Context: an optimization exercise on an open-source flow, tuned for small area, a short achievable clock period and few clock cycles. The choices shown serve that exercise and are no tape-out recipe. In this exercise RTL edits were held to simulation tests only and were not proved equivalent to the original. No run shown here takes its clock network from TritonCTS; it comes from the design's own scripts or RTL. The flow treats the clock pin as an ideal source. Dropping or thinning the clock tree relies on that and would not hold on a real chip. Power is estimated from default activity; no workload was simulated.

==> design/flow/design.v <==
`timescale 1ns/1ps
module sha256_padder (
	input  logic         clock,
	input  logic         regin_reset,
	input  logic         go,
	input  logic [5:0]   msg_len,
	input  logic [7:0]   mem_data,
	output logic [6:0]   mem_req,
	output logic [511:0] block,
	output logic         pad_rdy
);
	logic       idle;    
	logic       en;      
	logic [5:0] addr;    
	logic       clr;     
	logic       v0;      
	logic       vld;     
	logic       hd;      
	logic [5:0] len;     
	logic [5:0] lenq;    
	logic       accept;
	logic [7:0] msg [0:54];   
	logic       mark55;       
	assign accept  = go & idle;
	function automatic logic [5:0] dec6(input logic [5:0] x);
		for (int i = 0; i < 6; i++) begin
			dec6[i] = x[i] ^ ~|(x & ((6'd1 << i) - 6'd1));
		end
	endfunction
	assign mem_req = {en, addr};
	always_ff @(posedge clock) begin
		if (regin_reset) begin
			idle    <= 1'b1;
			en      <= 1'b0;
			clr     <= 1'b0;
			v0      <= 1'b0;
			vld     <= 1'b0;
			hd      <= 1'b1;
			pad_rdy <= 1'b0;
		end else begin
			idle    <= (idle & ~go) | ((clr | v0 | vld) & ~en);
			en      <= idle ? (go & (msg_len != 6'd0)) :
			           clr  ? (|len[5:1]) : (en & (addr != 6'd1));
			clr     <= accept;
			v0      <= en & clr;
			vld     <= en & ~clr;
			hd      <= ~accept & ~(en & ~clr);
			pad_rdy <= ((clr | v0 | vld) & ~en) | (pad_rdy & ~go);
		end
	end
	always_ff @(posedge clock) begin
		addr <= idle ? 6'd0 : clr ? dec6(len) : dec6(addr);
	end
	always_ff @(posedge clock) begin
		if (accept) begin
			len <= msg_len;
		end
		lenq <= len;
	end
	always_ff @(posedge clock) begin
		msg[0] <= ({8{v0}} & mem_data) | ({8{clr}} & 8'h80) | ({8{~clr & ~v0}} & msg[0]);
		msg[1] <= ({8{vld}} & mem_data) | ({8{clr & en}} & 8'h80) | ({8{hd}} & msg[1]);
		for (int i = 2; i < 55; i++) begin
			msg[i] <= ({8{vld}} & msg[i - 1]) | ({8{hd}} & msg[i]);
		end
		mark55 <= (vld & msg[54][7]) | (hd & mark55);
	end
	always_comb begin
		block = '0;
		for (int i = 0; i < 55; i++) begin
			block[511 - 8 * i -: 8] = msg[i];
		end
		block[71] = mark55;
		block[8:3] = lenq;
	end
endmodule
==> design/flow/flow/run.sh <==
#!/bin/bash
# Layout: the standard flow with these changes.
#  - synthesis runs first, exactly as standard (synth.log);
#  - after synthesis, repair uses no delay cells (dont_use.tcl);
#  - port buffers are buf_1;
#  - flip-flops that drive an output buffer drive only it: their other
#    loads move to the buffer output; wide nets get balanced buffer trees,
#    repair_design caps fanout (pre_resize.tcl);
#  - the CTS buffer tree is replaced by a two-level inverter tree, and the
#    post-CTS repair runs on that tree (post_cts.tcl).
#  - repair may resize cells to other footprints (MATCH_CELL_FOOTPRINT=0).
#  - one tie cell drives up to 8 constant-0 output ports (tie_merge.tcl, run
#    from pre_resize.tcl).
#  - output buffers sit next to the flip-flops that drive them (post_dp.tcl).
# The rest of the tools' output goes to standard.log.
set -e
bash standard.sh synth > synth.log 2>&1
F=$PWD/flow
export BUFFER_PORTS_ARGS="-buffer_cell sky130_fd_sc_hd__buf_1"
export PRE_FLOORPLAN_TCL=$F/dont_use.tcl
export FLOW_TIE_GROUP=8
export PRE_RESIZE_TCL=$F/pre_resize.tcl
export POST_DETAIL_PLACE_TCL=$F/post_dp.tcl
export PRE_CTS_TCL=$F/dont_use.tcl
export POST_CTS_TCL=$F/post_cts.tcl
export PRE_GLOBAL_ROUTE_TCL=$F/dont_use.tcl
export FLOW_MAX_FANOUT=40
bash standard.sh SKIP_CTS_REPAIR_TIMING=1 MATCH_CELL_FOOTPRINT=0 finish > standard.log 2>&1
==> design/flow/flow/dont_use.tcl <==
# No delay cells in repair: they made slow fanout trees.
set_dont_use "sky130_fd_sc_hd__clkdlybuf4s* sky130_fd_sc_hd__dlygate4sd* sky130_fd_sc_hd__dlymetal6s*"
==> design/flow/flow/ftree.tcl <==
# Wide nets (the shift and hold selects of the block register) get a
# one-level buffer tree: any buffers already on the net are removed, then the
# loads are split by recursive bisection of their positions into equal groups
# of at most group_size, each driven by one buffer at its centroid. Uses
# itree_bisect / itree_centroid from inv_tree.tcl.
source [file dirname [info script]]/inv_tree.tcl

proc ftree_is_buf {inst} {
  set m [[$inst getMaster] getName]
  return [expr {[string match "sky130_fd_sc_hd__buf_*" $m] || [string match "sky130_fd_sc_hd__clkbuf_*" $m]}]
}

# move the loads of buffers hanging on net to net itself, recursively
proc ftree_collapse {net} {
  set n 0
  set again 1
  while {$again} {
    set again 0
    foreach it [$net getITerms] {
      if {[$it isOutputSignal]} { continue }
      set inst [$it getInst]
      if {![ftree_is_buf $inst]} { continue }
      set out [[$inst findITerm X] getNet]
      if {$out == "NULL" || [llength [$out getBTerms]] > 0} { continue }
      foreach l [$out getITerms] {
        if {[$l getInst] == $inst} { continue }
        $l disconnect
        $l connect $net
      }
      $it disconnect
      [$inst findITerm X] disconnect
      odb::dbInst_destroy $inst
      odb::dbNet_destroy $out
      incr n
      set again 1
      break
    }
  }
  return $n
}

proc ftree_build {min_loads group_size buf_name} {
  set db [ord::get_db]
  set block [ord::get_db_block]
  set bm [$db findMaster $buf_name]
  set wide {}
  foreach net [$block getNets] {
    if {[$net getSigType] != "SIGNAL"} { continue }
    if {[llength [$net getBTerms]] > 0} { continue }
    set driver ""
    foreach it [$net getITerms] { if {[$it isOutputSignal]} { set driver $it } }
    if {$driver == "" || [ftree_is_buf [$driver getInst]]} { continue }
    set nl 0
    foreach it [$net getITerms] {
      if {[$it isOutputSignal]} { continue }
      if {[ftree_is_buf [$it getInst]]} { incr nl 16 } else { incr nl }
    }
    if {$nl <= $min_loads} { continue }
    set is_clock 0
    foreach it [$net getITerms] {
      if {[[$it getMTerm] getName] == "CLK"} { set is_clock 1; break }
    }
    if {!$is_clock} { lappend wide $net }
  }
  set k 0
  foreach net $wide {
    set removed [ftree_collapse $net]
    set items {}
    set drv ""
    foreach it [$net getITerms] {
      if {[$it isOutputSignal]} { set drv $it; continue }
      set bb [[$it getInst] getBBox]
      lappend items [list [expr {([$bb xMin] + [$bb xMax]) / 2}] [expr {([$bb yMin] + [$bb yMax]) / 2}] $it]
    }
    if {$drv == ""} { continue }
    set levels 0
    while {[llength $items] > $group_size * (1 << $levels)} { incr levels }
    set groups [itree_bisect $items $levels]
    foreach grp $groups {
      set c [itree_centroid $grp]
      set inst [odb::dbInst_create $block $bm "ftree_buf_$k"]
      set sub [odb::dbNet_create $block "ftree_net_$k"]
      foreach s $grp {
        set it [lindex $s 2]
        $it disconnect
        $it connect $sub
      }
      [$inst findITerm A] connect $net
      [$inst findITerm X] connect $sub
      $inst setLocation [lindex $c 0] [lindex $c 1]
      $inst setPlacementStatus PLACED
      incr k
    }
    puts "ftree: [$net getName] removed $removed buffers, [llength $items] loads -> [llength $groups] buffers"
  }
}
==> design/flow/flow/inv_tree.tcl <==
# Two-level inverter clock tree: the clock port drives NL1 level-1 inverters,
# each drives NLEAF/NL1 leaf inverters, each leaf drives an equal share of the
# flip-flops. Groups come from recursive bisection of the flip-flop positions,
# so every flip-flop sees the same number of stages (two, so the clock keeps
# its polarity) and similar loads. Any existing clock tree (TritonCTS buffers
# and dummy loads) is removed first.

proc itree_bisect {items levels} {
  # items: list of {x y payload}; returns 2^levels groups of equal size
  if {$levels == 0} { return [list $items] }
  set xs {}; set ys {}
  foreach it $items { lappend xs [lindex $it 0]; lappend ys [lindex $it 1] }
  set xs [lsort -integer $xs]; set ys [lsort -integer $ys]
  set dx [expr {[lindex $xs end] - [lindex $xs 0]}]
  set dy [expr {[lindex $ys end] - [lindex $ys 0]}]
  set idx [expr {$dx >= $dy ? 0 : 1}]
  set s [lsort -integer -index $idx $items]
  set h [expr {[llength $s] / 2}]
  return [concat [itree_bisect [lrange $s 0 [expr {$h - 1}]] [expr {$levels - 1}]] \
                 [itree_bisect [lrange $s $h end] [expr {$levels - 1}]]]
}

proc itree_centroid {items} {
  set sx 0; set sy 0
  foreach it $items { set sx [expr {$sx + [lindex $it 0]}]; set sy [expr {$sy + [lindex $it 1]}] }
  set n [llength $items]
  return [list [expr {$sx / $n}] [expr {$sy / $n}]]
}

proc itree_build {port_name l1_levels leaf_levels l1_master leaf_master} {
  set db [ord::get_db]
  set block [ord::get_db_block]
  set port_net [$block findNet $port_name]

  # walk the existing clock network: flip-flop CLK pins are sinks, every other
  # cell on it is part of the old tree (or a dummy load) and goes away
  set sinks {}
  set old_insts {}
  set old_nets {}
  set todo [list $port_net]
  while {[llength $todo] > 0} {
    set net [lindex $todo 0]
    set todo [lrange $todo 1 end]
    foreach it [$net getITerms] {
      if {[$it isOutputSignal]} { continue }
      set inst [$it getInst]
      if {[[$it getMTerm] getName] == "CLK"} {
        lappend sinks $it
        continue
      }
      lappend old_insts $inst
      foreach ot [$inst getITerms] {
        if {[$ot isOutputSignal] && [$ot getNet] != "NULL"} {
          lappend old_nets [$ot getNet]
          lappend todo [$ot getNet]
        }
      }
    }
  }
  puts "itree: [llength $sinks] sinks, removing [llength $old_insts] old clock cells"
  foreach it $sinks { $it disconnect }
  foreach inst $old_insts { odb::dbInst_destroy $inst }
  foreach net $old_nets { odb::dbNet_destroy $net }

  set items {}
  foreach it $sinks {
    set inst [$it getInst]
    set bb [$inst getBBox]
    lappend items [list [expr {([$bb xMin] + [$bb xMax]) / 2}] [expr {([$bb yMin] + [$bb yMax]) / 2}] $it]
  }
  set lm [$db findMaster $leaf_master]
  set l1m [$db findMaster $l1_master]
  set l1_groups [itree_bisect $items $l1_levels]
  set gi 0
  set li 0
  foreach grp $l1_groups {
    set leaves [itree_bisect $grp $leaf_levels]
    set leaf_pts {}
    set l1_net [odb::dbNet_create $block "clknet_l1_$gi"]
    $l1_net setSigType CLOCK
    foreach leaf $leaves {
      set c [itree_centroid $leaf]
      set inst [odb::dbInst_create $block $lm "clkinv_leaf_$li"]
      set net [odb::dbNet_create $block "clknet_leaf_$li"]
      $net setSigType CLOCK
      [$inst findITerm Y] connect $net
      [$inst findITerm A] connect $l1_net
      foreach s $leaf { [lindex $s 2] connect $net }
      $inst setLocation [lindex $c 0] [lindex $c 1]
      $inst setPlacementStatus PLACED
      lappend leaf_pts [list [lindex $c 0] [lindex $c 1]]
      incr li
    }
    set c [itree_centroid $leaf_pts]
    set inst [odb::dbInst_create $block $l1m "clkinv_l1_$gi"]
    [$inst findITerm Y] connect $l1_net
    [$inst findITerm A] connect $port_net
    $inst setLocation [lindex $c 0] [lindex $c 1]
    $inst setPlacementStatus PLACED
    incr gi
  }
  puts "itree: $gi level-1 and $li leaf inverters"
}
==> design/flow/flow/post_cts.tcl <==
# After CTS: replace the buffer tree with a two-level inverter tree
# (inv_tree.tcl), then legalize and repair as cts.tcl does.
source [file dirname [info script]]/dont_use.tcl
source [file dirname [info script]]/inv_tree.tcl
itree_build clock 2 2 sky130_fd_sc_hd__clkinv_16 sky130_fd_sc_hd__clkinv_8
detailed_placement
estimate_parasitics -placement
report_clock_latency
repair_timing_helper
detailed_placement
check_placement -verbose
==> design/flow/flow/post_dp.tcl <==
# After detailed placement: put each output port buffer that is driven by a
# flip-flop right next to that flip-flop, so the buffer, not the flip-flop,
# drives the wire to the pin; then legalize again.
set block [ord::get_db_block]
set moved 0
foreach bt [$block getBTerms] {
  if {[$bt getIoType] != "OUTPUT"} { continue }
  set pnet [$bt getNet]
  if {$pnet == "NULL"} { continue }
  set drv ""
  foreach it [$pnet getITerms] { if {[$it isOutputSignal]} { set drv $it } }
  if {$drv == ""} { continue }
  set buf [$drv getInst]
  if {![string match "sky130_fd_sc_hd__buf_*" [[$buf getMaster] getName]]} { continue }
  set in_net [[$buf findITerm A] getNet]
  if {$in_net == "NULL"} { continue }
  set src ""
  foreach it [$in_net getITerms] { if {[$it isOutputSignal]} { set src $it } }
  if {$src == "" || [[$src getMTerm] getName] != "Q"} { continue }
  set ff [$src getInst]
  set loc [$ff getLocation]
  $buf setLocation [expr {[lindex $loc 0] + [[$ff getMaster] getWidth]}] [lindex $loc 1]
  incr moved
}
puts "post_dp: moved $moved output buffers next to their flip-flops"
detailed_placement
optimize_mirroring
check_placement -verbose
estimate_parasitics -placement
==> design/flow/flow/pre_resize.tcl <==
# Before repair_design:
#  - a flip-flop that drives an output port's buffer hands its other loads to
#    the buffer's output, so the flip-flop itself drives only the buffer;
#  - the wide control nets (shift and hold selects of the block register) get
#    a balanced buffer tree (ftree.tcl), and fanout is capped for the rest.
source [file dirname [info script]]/dont_use.tcl
source [file dirname [info script]]/tie_merge.tcl

set block [ord::get_db_block]
set moved 0
foreach bt [$block getBTerms] {
  if {[$bt getIoType] != "OUTPUT"} { continue }
  set pnet [$bt getNet]
  if {$pnet == "NULL"} { continue }
  set drv ""
  foreach it [$pnet getITerms] { if {[$it isOutputSignal]} { set drv $it } }
  if {$drv == ""} { continue }
  set buf [$drv getInst]
  if {![string match "sky130_fd_sc_hd__buf_*" [[$buf getMaster] getName]]} { continue }
  set in_net [[$buf findITerm A] getNet]
  if {$in_net == "NULL" || [llength [$in_net getBTerms]] > 0} { continue }
  set src ""
  foreach it [$in_net getITerms] { if {[$it isOutputSignal]} { set src $it } }
  if {$src == "" || [[$src getMTerm] getName] != "Q"} { continue }
  foreach it [$in_net getITerms] {
    if {$it == $src || [$it getInst] == $buf} { continue }
    $it disconnect
    $it connect $pnet
    incr moved
  }
}
puts "pre_resize: moved $moved loads behind output buffers"

source [file dirname [info script]]/ftree.tcl
ftree_build 100 28 sky130_fd_sc_hd__buf_4

set_max_fanout $::env(FLOW_MAX_FANOUT) [current_design]
==> design/flow/flow/tie_merge.tcl <==
# After global placement: the constant-0 output ports each got a tie cell of their
# own; let one tie cell drive a group of FLOW_TIE_GROUP such ports.
set block [ord::get_db_block]
set cand {}
foreach inst [$block getInsts] {
  if {[[$inst getMaster] getName] != "sky130_fd_sc_hd__conb_1"} { continue }
  set lo [[$inst findITerm LO] getNet]
  set hi [[$inst findITerm HI] getNet]
  if {$hi != "NULL" || $lo == "NULL"} { continue }
  if {[llength [$lo getITerms]] != 1 || [llength [$lo getBTerms]] != 1} { continue }
  set bt [lindex [$lo getBTerms] 0]
  set name [$bt getName]
  set idx 0
  regexp {\[(\d+)\]} $name -> idx
  lappend cand [list $name $idx $inst $lo $bt]
}
set cand [lsort -integer -index 1 $cand]
set g $::env(FLOW_TIE_GROUP)
set removed 0
for {set i 0} {$i < [llength $cand]} {incr i $g} {
  set chunk [lrange $cand $i [expr {$i + $g - 1}]]
  set keep_net [lindex $chunk 0 3]
  foreach c [lrange $chunk 1 end] {
    lassign $c name idx inst net bt
    $bt disconnect
    $bt connect $keep_net
    [$inst findITerm LO] disconnect
    odb::dbInst_destroy $inst
    odb::dbNet_destroy $net
    incr removed
  }
}
puts "tie_merge: [llength $cand] tied ports, removed $removed tie cells"
==> design/flow/standard.sh <==
#!/bin/bash
# synth_recipe.tcl (not shown) runs the flow's synth.tcl, then flattens the netlist and writes it again
# the make line also repeats each setting of config.mk as NAME=value (left out here)
make -C /OpenROAD-flow-scripts/flow DESIGN_CONFIG=/design/flow/config.mk WORK_HOME=/design/flow/orfs CLKGATE_MAP_FILE= SYNTH_SCRIPT=/design/flow/synth_recipe.tcl "${@:-finish}"
==> design/flow/config.mk <==
export PLATFORM = sky130hd
export DESIGN_NAME = sha256_padder
export DESIGN_NICKNAME = sha256_padder
export VERILOG_FILES = /design/flow/design.v
export SDC_FILE = /design/flow/constraint.sdc
export NUM_CORES = 4
export LEC_CHECK = 0
export CAP_MARGIN = 20
export CORE_ASPECT_RATIO = 4
export CORE_MARGIN = 2
export CORE_UTILIZATION = 65
export GPL_TIMING_DRIVEN = 0
export SETUP_SLACK_MARGIN = 2.45
export SLEW_MARGIN = 20
==> design/flow/constraint.sdc <==
create_clock -name core_clock -period 4.0 [get_ports {clock}]
set_input_delay 0.8000 -clock core_clock [delete_from_list [all_inputs] [get_ports {clock}]]
set_output_delay 0.8000 -clock core_clock [all_outputs]
set_load 0.01 [all_outputs]
==> flow_metrics.py, run 1 <==
metrics = {
    "die": {
        "fp.dieH_um": 304.4,
        "top_level_ports": 537,
        "floorplan.initialDensity": 0.6579,
        "die_width_um": 79.11,
        "core_um2": 22300,
        "floorplan.die_area_um2": 24080,
        "fp-row-count": 110,
    },
    "synth": {
        "ys_dominant_reg_cell": "dfxtp_1",
        "synthDominantCellAreaShare": 0.6278,
        "synth_cell_types": 30,
        "postSynth.asyncResetShare": 0,
        "synth.area.top_cells": "dfxtp_1, a22o_1, buf_4, buf_2, edfxtp_1",
        "netlist_top_cells_count": "dfxtp_1, a22o_1, buf_2, buf_4, inv_1",
        "synth_most_common_cell": "dfxtp_1",
        "yosysSeqAreaShare": 0.6401,
        "syn_inst": 1133,
        "synth_top_area_cell": "dfxtp_1",
        "yosys_register_bits": 466,
        "post_synthesis_cell_area_um2": 14670,
        "yosys_warnings": 2,
        "syn_area_per_cell_um2": 12.95,
        "post_synth_edffs": 6,
    },
    "timing": {
        "drv_slew": 0,
        "fin_worst_hold_slack_ns": 0.3823,
        "largest_clock_skew_in_the_final_design_ns": 0.01218,
        "final_period_utilization": 0.3985,
        "post-route-min-period_ns": 1.594,
        "timing.fmax_ghz": 0.6273,
        "timing.setup.tns_ns": 0,
        "rsz0062_at_grt": "yes",
        "finalSetupViolations": 0,
        "hold_viol_final": 0,
    },
    "setup_path": {
        "path_class": "reg -> out",
        "regToRegSetupSlack_ns": 2.56,
        "cp.required_ns": 3.20,
        "worstSetupStartpointType": "flop",
        "worst_ep_arrival_time_ns": 0.79,
        "crit_path_max_fanout": 6,
        "critical_path.endpoint_type": "output port",
    },
    "clock_tree": {
        "insertion_delay_ns": 0.19,
        "clk_pin_slew_ns": 0.10,
        "cts_sinks": 466,
    },
    "global_routing": {
        "grt.total_usage": 0.3383,
        "grt_max_degree": 31,
        "grt_pass1_vias": 10740,
        "antenna_found_initial": 0,
        "grt_remaining_overflow": 0,
        "first_pass_grt_wire_length_um": 63400,
    },
    "routing": {
        "wl_per_cell_um": 21.78,
        "totalWireLength_um": 42940,
        "vias": 11270,
        "drc_viols": 0,
        "initialDrtViolationCount": 608,
        "route.antenna.remaining_nets": 0,
        "drt_first_pass_iters": 5,
        "vias_per_cell": 5.715,
    },
    "cells_and_area": {
        "drive_above_1_share": 0.3469,
        "finalInstanceArea_um2": 17950,
        "filler_cell_count": 1379,
        "multi_input_area_um2": 4454,
        "insertedDiodeCount": 0,
        "finish.net_count": 1718,
        "sequential_standard_cell_area_um2": 9397,
        "synthToLayoutAreaGrowth_pct": 22.40,
    },
    "power_and_ir_drop": {
        "power.density_nw_per_um2": 391.5,
        "irDropWorstVdd_uv": 312.0,
        "leakagePower_nw": 8.448,
    },
    "place": {
        "port_buffers": 471,
        "post_dp_cell_area_um2": 17030,
        "finalWeightedCongestion": 0.8904,
        "dp_hpwl_um": 31870,
    },
    "worst_hold_path": {
        "hold_path.class": "reg -> reg",
    },
    "status": {
        "outcome": "no timing/DRC/antenna violations",
    },
    "run": {
        "maxCapViolCount": 0,
    },
}
[sequential cells by signal, indices dropped and copies added (netlist names)]
name,cells
len,6
lenq,6
clr,1
msg,440
vld,1
idle,1
hd,1
en,1
pad_rdy,1
v0,1
addr,6
mark55,1
[worst max-delay path, stage by stage, from the launching register on]
cell and delay [ns]:
dfxtp_4 0.37, buf_4 0.13, clkbuf_2 0.11
[layout make-up]
| class | instances | area share |
|---|---|---|
| Buffer | 167 | 0.05743 |
| Inverter | 30 | 0.02328 |
| Multi-Input combinational cell | 554 | 0.2481 |
| Sequential cell | 466 | 0.5234 |
| Tap cell | 280 | 0.01951 |
| Timing Repair Buffer | 475 | 0.1283 |
[layer usage]
layer | vias to the layer above | track usage | part of all wire
met5 | - | 0 | 0
met4 | 0 | 0.1812 | 0.059
met3 | 117 | 0.1530 | 0.13
met2 | 620 | 0.5441 | 0.47
met1 | 5253 | 0.3628 | 0.34
li1 | 5279 | - | -
[stage by stage]
stage	power, W	utilization	instances	setup slack [ns]
after global placement	0.005347	0.7636	1948	2.318
after detailed placement	0.005361	0.7636	1948	2.313
after global routing	0.007251	0.8052	1972	2.366
after floorplan	0.005215	-	1197	2.499
final	0.007028	0.8052	1972	2.406
[where the power goes]
part,internal (W),leakage [nW],switching (W)
Combinational,0.000190,4.52,0.000380
Clock,0.000270,0.156,0.00147
Sequential,0.00470,3.77,0.0000161
[cells in the final DEF (no fill, tap or decap), types with 7 or more instances in the layout]
master | netlist | routed
inv_1 | 10 | 10
buf_2 | 86 | 89
nor2_1 | 8 | 8
buf_4 | 70 | 71
clkbuf_1 | 7 | 7
clkinv_8 | 0 | 16
buf_6 | 4 | 7
clkbuf_2 | 0 | 395
dfxtp_1 | 460 | 456
a22o_1 | 439 | 439
ha_1 | 7 | 7
buf_1 | 0 | 73
conb_1 | 1 | 65
[logic make-up (layout without fill, tap and decap cells)]
family / count (synthesis) / count (layout) / share of synthesized area
flops: 466 / 466 / 0.6401
simple gates: 27 / 27 / 0.01024
fa+ha+maj: 7 / 7 / 0.005971
buf+inv: 177 / 672 / 0.07259
xor+xnor: 4 / 4 / 0.002389
compound gates: 451 / 451 / 0.2684
other cells: 1 / 65 / 0.0002557
[worst paths after layout]
kind / startpoint / endpoint / depth (start not counted)
worst max-delay path: en / mem_req[6] / 2
worst min-delay path: len[4] / lenq[4] / 0
worst max register to register: addr[0] / addr[4] / 7
worst min register to register: len[4] / lenq[4] / 0
Testbench counts, summed over its fixed seeds: cycles 15,553.
==> run 2: changes to the inputs <==
--- a/design/flow/config.mk
+++ b/design/flow/config.mk
@@ -10,5 +10,5 @@
 export CORE_MARGIN = 2
 export CORE_UTILIZATION = 65
-export GPL_TIMING_DRIVEN = 0
+export PLACE_DENSITY = 0.8
 export SETUP_SLACK_MARGIN = 2.45
 export SLEW_MARGIN = 20
==> run 2 against run 1 <==
Effect of this change:
- global-route usage shrank 0.41 points
- routed wire length is 1.0% lower
- clock skew shrank 0.0033 ns
- utilization down 4.5 points
- sequential share of layout area rose by 3.1 points
- area after synthesis is the same
- flip-flop and latch count is the same
- synthesized cell count stayed put
- critical endpoint is now block[220]
==> flow_metrics.py, run 2 <==
metrics = {
    "setup_path": {
        "worstSetupStartpointType": "flop",
        "crit_path_max_fanout": 3,
        "regToRegSetupSlack_ns": 2.51,
        "cp.required_ns": 3.20,
        "path_class": "reg -> out",
        "cp_top_family": "flip-flops",
        "highest_cell_delay_on_the_worst_timing_path_ns": 0.33,
        "worstPathCellList": "buf_1",
        "critical_path.slowest_cell": "dfxtp_1",
        "worst_ep_arrival_time_ns": 0.74,
        "critical_path.endpoint_type": "output port",
        "bufs_and_invs_on_worst_path": 1,
    },
    "routing": {
        "vias": 10520,
        "drt_first_pass_iters": 4,
        "vias_per_cell": 5.912,
        "totalWireLength_um": 42490,
        "drc_viols": 0,
        "wl_per_cell_um": 23.89,
        "route.antenna.remaining_nets": 0,
        "initialDrtViolationCount": 686,
    },
    "die": {
        "fp.dieH_um": 304.4,
        "floorplan.die_area_um2": 24080,
        "die_width_um": 79.11,
        "floorplan.initialDensity": 0.6579,
        "top_level_ports": 537,
        "core_um2": 22300,
        "fp-row-count": 110,
    },
    "place": {
        "dp_hpwl_um": 30590,
        "port_buffers": 471,
        "finalWeightedCongestion": 0.8430,
        "dp_slack_ns": 2.248,
    },
    "global_routing": {
        "grt.total_usage": 0.3342,
        "grt_remaining_overflow": 0,
        "grt_max_degree": 31,
        "gr-usage-met3": 0.1441,
        "global_route.peak_usage_layer": "met2",
        "grt_pass1_vias": 9860,
        "use_met2": 0.5252,
        "first_pass_grt_wire_length_um": 61420,
        "global_route.usage.met1": 0.3541,
        "antenna_found_initial": 0,
    },
    "power_and_ir_drop": {
        "switching_power_total_w": 0.001841,
        "power.density_nw_per_um2": 409.5,
        "cellInternalPower_w": 0.005096,
        "swShare": 0.2654,
        "leakagePower_nw": 7.616,
        "power.sequential.fraction": 0.683,
        "overall_power_w": 0.006937,
        "combinationalPowerShare": 0.069,
        "power.clock.fraction": 0.248,
        "irDropWorstVdd_uv": 387.6,
    },
    "synth": {
        "synthDominantCellAreaShare": 0.6278,
        "post_synthesis_cell_area_um2": 14670,
        "yosys_register_bits": 466,
        "synth_top_area_cell": "dfxtp_1",
        "synth.mux.area_fraction": 0,
        "synth_cell_types": 30,
        "synth.area.top_cells": "dfxtp_1, a22o_1, buf_4, buf_2, edfxtp_1",
        "post_synth_and_or_nand_nor_area_fraction": 0.01024,
        "arithmetic_cell_share_of_the_synthesized_area_counting_full_adders_half_adders_and_majority_gates": 0.005971,
        "syn_inst": 1133,
        "synth_most_common_cell": "dfxtp_1",
        "synthXorXnorAreaFrac": 0.002388,
        "yosysSeqAreaShare": 0.6401,
        "syn_area_per_cell_um2": 12.95,
        "synth_top_family_by_area": "compound AO/OA/AOI/OAI gates",
        "complex_gate_fraction_of_the_synthesized_area": 0.2684,
        "yosys_warnings": 2,
        "netlist_top_cells_count": "dfxtp_1, a22o_1, buf_2, buf_4, inv_1",
        "ys_dominant_reg_cell": "dfxtp_1",
        "postSynth.asyncResetShare": 0,
        "post_synth_edffs": 6,
    },
    "cells_and_area": {
        "highest_count_cells_in_the_layout_ignoring_fill_and_taps": "dfxtp_1, a22o_1, clkbuf_2",
        "layout_commonest_cell": "dfxtp_1",
        "finish.net_count": 1525,
        "synthToLayoutAreaGrowth_pct": 15.50,
        "filler_cell_count": 1483,
        "flip_flop_count_of_the_largest_register_all_copies_and_words_added": 440,
        "drive_above_1_share": 0.3009,
        "largest-register": "msg",
        "sequential_standard_cell_area_um2": 9399,
        "insertedDiodeCount": 0,
        "multi_input_area_um2": 4252,
    },
    "timing": {
        "finalSetupViolations": 0,
        "final_period_utilization": 0.3848,
        "post-route-min-period_ns": 1.539,
        "timing.fmax_ghz": 0.6497,
        "drv_slew": 0,
        "timing.setup.tns_ns": 0,
        "rsz0062_at_grt": "yes",
        "hold_viol_final": 0,
        "largest_clock_skew_in_the_final_design_ns": 0.008907,
        "post-route-worst-setup-slack_ns": 2.461,
    },
    "run": {
        "maxCapViolCount": 0,
    },
    "status": {
        "outcome": "no timing/DRC/antenna violations",
    },
    "worst_hold_path": {
        "hold_path.class": "reg -> reg",
    },
    "clock_tree": {
        "clk_pin_slew_ns": 0.10,
        "cts_sinks": 466,
        "insertion_delay_ns": 0.19,
    },
}
-- run 2: final cells by class --
type / instances / share of cell area
Sequential cell: 466 / 0.5548
Multi-Input combinational cell: 498 / 0.2510
Timing Repair Buffer: 473 / 0.1347
Inverter: 30 / 0.02467
Tap cell: 280 / 0.02068
Buffer: 32 / 0.01418
-- run 2: final timing paths --
check | cells past startpoint | start | end
worst max-delay path | 1 | msg[36][4] | block[220]
worst max register to register | 8 | addr[1] | addr[5]
worst min register to register | 0 | len[4] | lenq[4]
worst min-delay path | 0 | len[4] | lenq[4]
-- run 2: cell families after synthesis --
group                      Yosys count
AOI/OAI and AO/OA                  451
adders and majority gates            7
buffers and inverters              177
and+or+nand+nor                     27
other                                1
DFF                                466
xor gates and xnor gates             4
-- run 2: per-stage QoR --
step	area [µm²]	hold WS, ns	std cells	util
after floorplan	14910	0.3480	1197	-
after global placement	16190	0.3628	1794	0.7262
after detailed placement	16040	0.3552	1757	0.7192
after global routing	16940	0.4012	1779	0.7598
final	16940	0.3931	1779	0.7598
-- run 2: routing by layer --
| layer | wire, µm | part of all wire | vias up |
|---|---|---|---|
| li1 | - | - | 4934 |
| met1 | 14060 | 0.33 | 4889 |
| met2 | 19800 | 0.47 | 595 |
| met3 | 5354 | 0.13 | 99 |
| met4 | 3277 | 0.077 | 0 |
| met5 | 0 | 0 | - |
-- run 2: worst register-to-register path, stage by stage, from the launching register on --
cell and delay, ns:
dfxtp_1 0.32, buf_4 0.13, inv_1 0.06, ha_2 0.18, and2_1 0.13, ha_1 0.18, xor2_1 0.13, nor2_1 0.05
a211oi_1 0.22
-- run 2: power groups by stage --
stage | clock [W] | combinational [W] | sequential, W
global placement | 0 | 0.000362 | 0.00489
floorplan | 0 | 0.000354 | 0.00486
detailed placement | 0 | 0.000429 | 0.00484
global route | 0.00191 | 0.000519 | 0.00475
finish | 0.00172 | 0.000480 | 0.00474
==> run 3: changes to the inputs <==
--- a/design/flow/config.mk
+++ b/design/flow/config.mk
@@ -10,5 +10,4 @@
 export CORE_MARGIN = 2
 export CORE_UTILIZATION = 65
-export PLACE_DENSITY = 0.8
 export SETUP_SLACK_MARGIN = 2.45
 export SLEW_MARGIN = 20
==> run 3 against run 2 <==
Effect of this change:
- first-iteration DRC count down 11%
- clock power about the same
- via count down 0.76%
- critical endpoint is now block[194]
- die area unchanged
- largest cell class unchanged
- still clean on timing, DRC and antenna
- combinational power about the same
==> flow_metrics.py, run 3 <==
metrics = {
    "status": {
        "outcome": "no timing/DRC/antenna violations",
    },
    "routing": {
        "vias": 10440,
        "totalWireLength_um": 42520,
        "vias_per_cell": 5.873,
        "wl_per_cell_um": 23.93,
        "drt_first_pass_iters": 5,
        "initialDrtViolationCount": 613,
        "route.antenna.remaining_nets": 0,
        "drc_viols": 0,
    },
    "synth": {
        "synth_cell_types": 30,
        "synth_top_area_cell": "dfxtp_1",
        "ys_dominant_reg_cell": "dfxtp_1",
        "netlist_top_cells_count": "dfxtp_1, a22o_1, buf_2, buf_4, inv_1",
        "post_synthesis_cell_area_um2": 14670,
        "synth_most_common_cell": "dfxtp_1",
        "syn_inst": 1133,
        "yosys_register_bits": 466,
        "syn_area_per_cell_um2": 12.95,
        "yosysSeqAreaShare": 0.6401,
        "synth.area.top_cells": "dfxtp_1, a22o_1, buf_4, buf_2, edfxtp_1",
        "yosys_warnings": 2,
        "postSynth.asyncResetShare": 0,
        "post_synth_edffs": 6,
        "synthDominantCellAreaShare": 0.6278,
    },
    "cells_and_area": {
        "drive_above_1_share": 0.2999,
        "synthToLayoutAreaGrowth_pct": 15.45,
        "fin_cells": 1777,
        "finalInstanceArea_um2": 16930,
        "largest-register": "msg",
        "flip_flop_count_of_the_largest_register_all_copies_and_words_added": 440,
        "insertedDiodeCount": 0,
        "final_core_density": 0.7595,
        "highest_count_cells_in_the_layout_ignoring_fill_and_taps": "dfxtp_1, a22o_1, clkbuf_2",
        "finish.net_count": 1523,
        "layout_commonest_cell": "dfxtp_1",
    },
    "timing": {
        "finalSetupViolations": 0,
        "fin_worst_hold_slack_ns": 0.3811,
        "largest_clock_skew_in_the_final_design_ns": 0.009089,
        "timing.setup.tns_ns": 0,
        "final_period_utilization": 0.3845,
        "timing.fmax_ghz": 0.6503,
        "max-slew-margin-rel": 0.5493,
        "rsz0062_at_grt": "no",
        "slew_at_the_pin_closest_to_its_max_slew_limit_ns": 0.6751,
        "drv_slew": 0,
        "post-route-min-period_ns": 1.538,
        "hold_viol_final": 0,
    },
    "global_routing": {
        "grt_pass1_vias": 9736,
        "grt_remaining_overflow": 0,
        "grt.total_usage": 0.3350,
        "grt_max_degree": 31,
        "antenna_found_initial": 0,
        "first_pass_grt_wire_length_um": 60990,
    },
    "worst_hold_path": {
        "hp-start": "len[4]",
        "hold_path.class": "reg -> reg",
        "hold_depth": 0,
        "endpoint_of_the_worst_hold_timing_path": "lenq[4]",
    },
    "run": {
        "maxCapViolCount": 0,
    },
    "setup_path": {
        "crit-reg2reg-capture": "addr[5]",
        "crit_path_max_fanout": 3,
        "ff2ff_path_depth": 8,
        "cp_top_family": "flip-flops",
        "regToRegSetupSlack_ns": 2.49,
        "worst_ep_arrival_time_ns": 0.74,
        "path_class": "reg -> out",
        "critical_path.endpoint_type": "output port",
        "worstPathCellList": "buf_1",
        "cp.required_ns": 3.20,
        "worstSetupStartpointType": "flop",
        "highest_cell_delay_on_the_worst_timing_path_ns": 0.32,
        "bufs_and_invs_on_worst_path": 1,
        "critical_path.slowest_cell": "dfxtp_1",
        "worstReg2RegStart": "addr[0]",
    },
    "place": {
        "finalWeightedCongestion": 0.8547,
        "post_dp_cell_area_um2": 16040,
        "dp_hpwl_um": 30600,
        "port_buffers": 471,
        "placed_cells_incl_taps": 1757,
    },
    "die": {
        "core_um2": 22300,
        "top_level_ports": 537,
        "floorplan.die_area_um2": 24080,
        "fp-row-count": 110,
        "die_width_um": 79.11,
        "fp.dieH_um": 304.4,
        "floorplan.initialDensity": 0.6579,
    },
    "clock_tree": {
        "cts_sinks": 466,
        "insertion_delay_ns": 0.19,
        "clk_pin_slew_ns": 0.10,
    },
    "power_and_ir_drop": {
        "power.density_nw_per_um2": 409.8,
        "leakagePower_nw": 7.598,
        "irDropWorstVdd_uv": 305.7,
    },
}
==> run 3: cell types whose count changed in the layout (fill, tap and decap cells not counted), sizes merged <==
| cell | delta |
|---|---|
| buf | -4 |
| clkbuf | +2 |
==> run 3: layout make-up <==
cell class / instances / area, µm²
well taps: 280 / 350.3
flip-flops and latches: 466 / 9398
inverters: 30 / 417.9
multi-input cells: 498 / 4253
repair buffers: 471 / 2275
fillers: 1508 / 5363
plain buffers: 32 / 240.2
==> run 3: power by group <==
group | internal, W | switching [W] | leakage [nW]
Combinational | 0.000125 | 0.000358 | 3.67
Clock | 0.000270 | 0.00145 | 0.156
Sequential | 0.00470 | 0.0000352 | 3.77
Total | 0.00510 | 0.00184 | 7.60
==> run 3: per-stage QoR <==
stage / total power (W) / setup WS (ns)
floorplan: 0.005215 / 2.499
global placement: 0.005254 / 2.182
detailed placement: 0.005276 / 2.259
global route: 0.007159 / 2.425
finish: 0.006939 / 2.462
==> run 3: worst max path at each step <==
stage | start | to | cells past startpoint
global route | addr[0] | addr[5] | 8
floorplan | go | en | 3
detailed placement | addr[0] | addr[4] | 7
global placement | hd | msg[51][6] | 2
finish | msg[39][2] | block[194] | 1
==> run 3: metal layers <==
metal  global-route usage  vias up  wire length, µm
li1                     -     4938                -
met1               0.3562     4821            14220
met2               0.5045      554            19130
met3               0.1598      124             5502
met4               0.2446        0             3665
met5                    0        -                0
==> run 3: kinds of logic after synthesis <==
family,count (synthesis),synth area share
adder cells (fa/ha/maj),7,0.005971
AO/OA/AOI/OAI,451,0.2684
flip-flops,466,0.6401
other,1,0.0002557
AND/OR/NAND/NOR,27,0.01024
buffers and inverters,177,0.07259
XOR/XNOR,4,0.002389
==> run 3: worst register-to-register path, cell delays in order (launching register included) <==
cell      delay (ns)
dfxtp_2         0.34
buf_6           0.11
inv_2           0.04
ha_2            0.18
and2_1          0.13
ha_1            0.18
xor2_1          0.16
nor2_1          0.08
a211oi_2        0.21

## separate check: timing with driven ports
How much do the figures lean on ideal ports? The routed layouts below were timed once more, with nothing changed but the port constraints.
Step 1: set_driving_cell puts a clkbuf_16 on clock and a buf_2 on each other input, an assumption about the parent block.
Step 2, shift: input delay + t, output delay - t, t = (earliest + latest rising clock arrival at the registers) / 2. This alone moves slack from input paths to output paths.
a / b / c = no drivers / after step 1 / after step 2; a / b = the first two.
| run | t (ns) | setup slack, ns | worst hold slack (ns) |
|---|---|---|---|
| run 1 | 0.414 | 2.406 / 2.175 / 2.287 | 0.382 / 0.383 / 0.383 |
| run 2 | 0.407 | 2.461 / 2.236 / 2.338 | 0.393 / 0.393 / 0.393 |
| run 3 | 0.409 | 2.462 / 2.235 / 2.318 | 0.381 / 0.381 / 0.381 |
After both steps setup and hold are still met in every run listed. For run 3, which loses most, drivers alone change the setup slack by -0.227 ns; drivers and shift together by -0.144 ns.
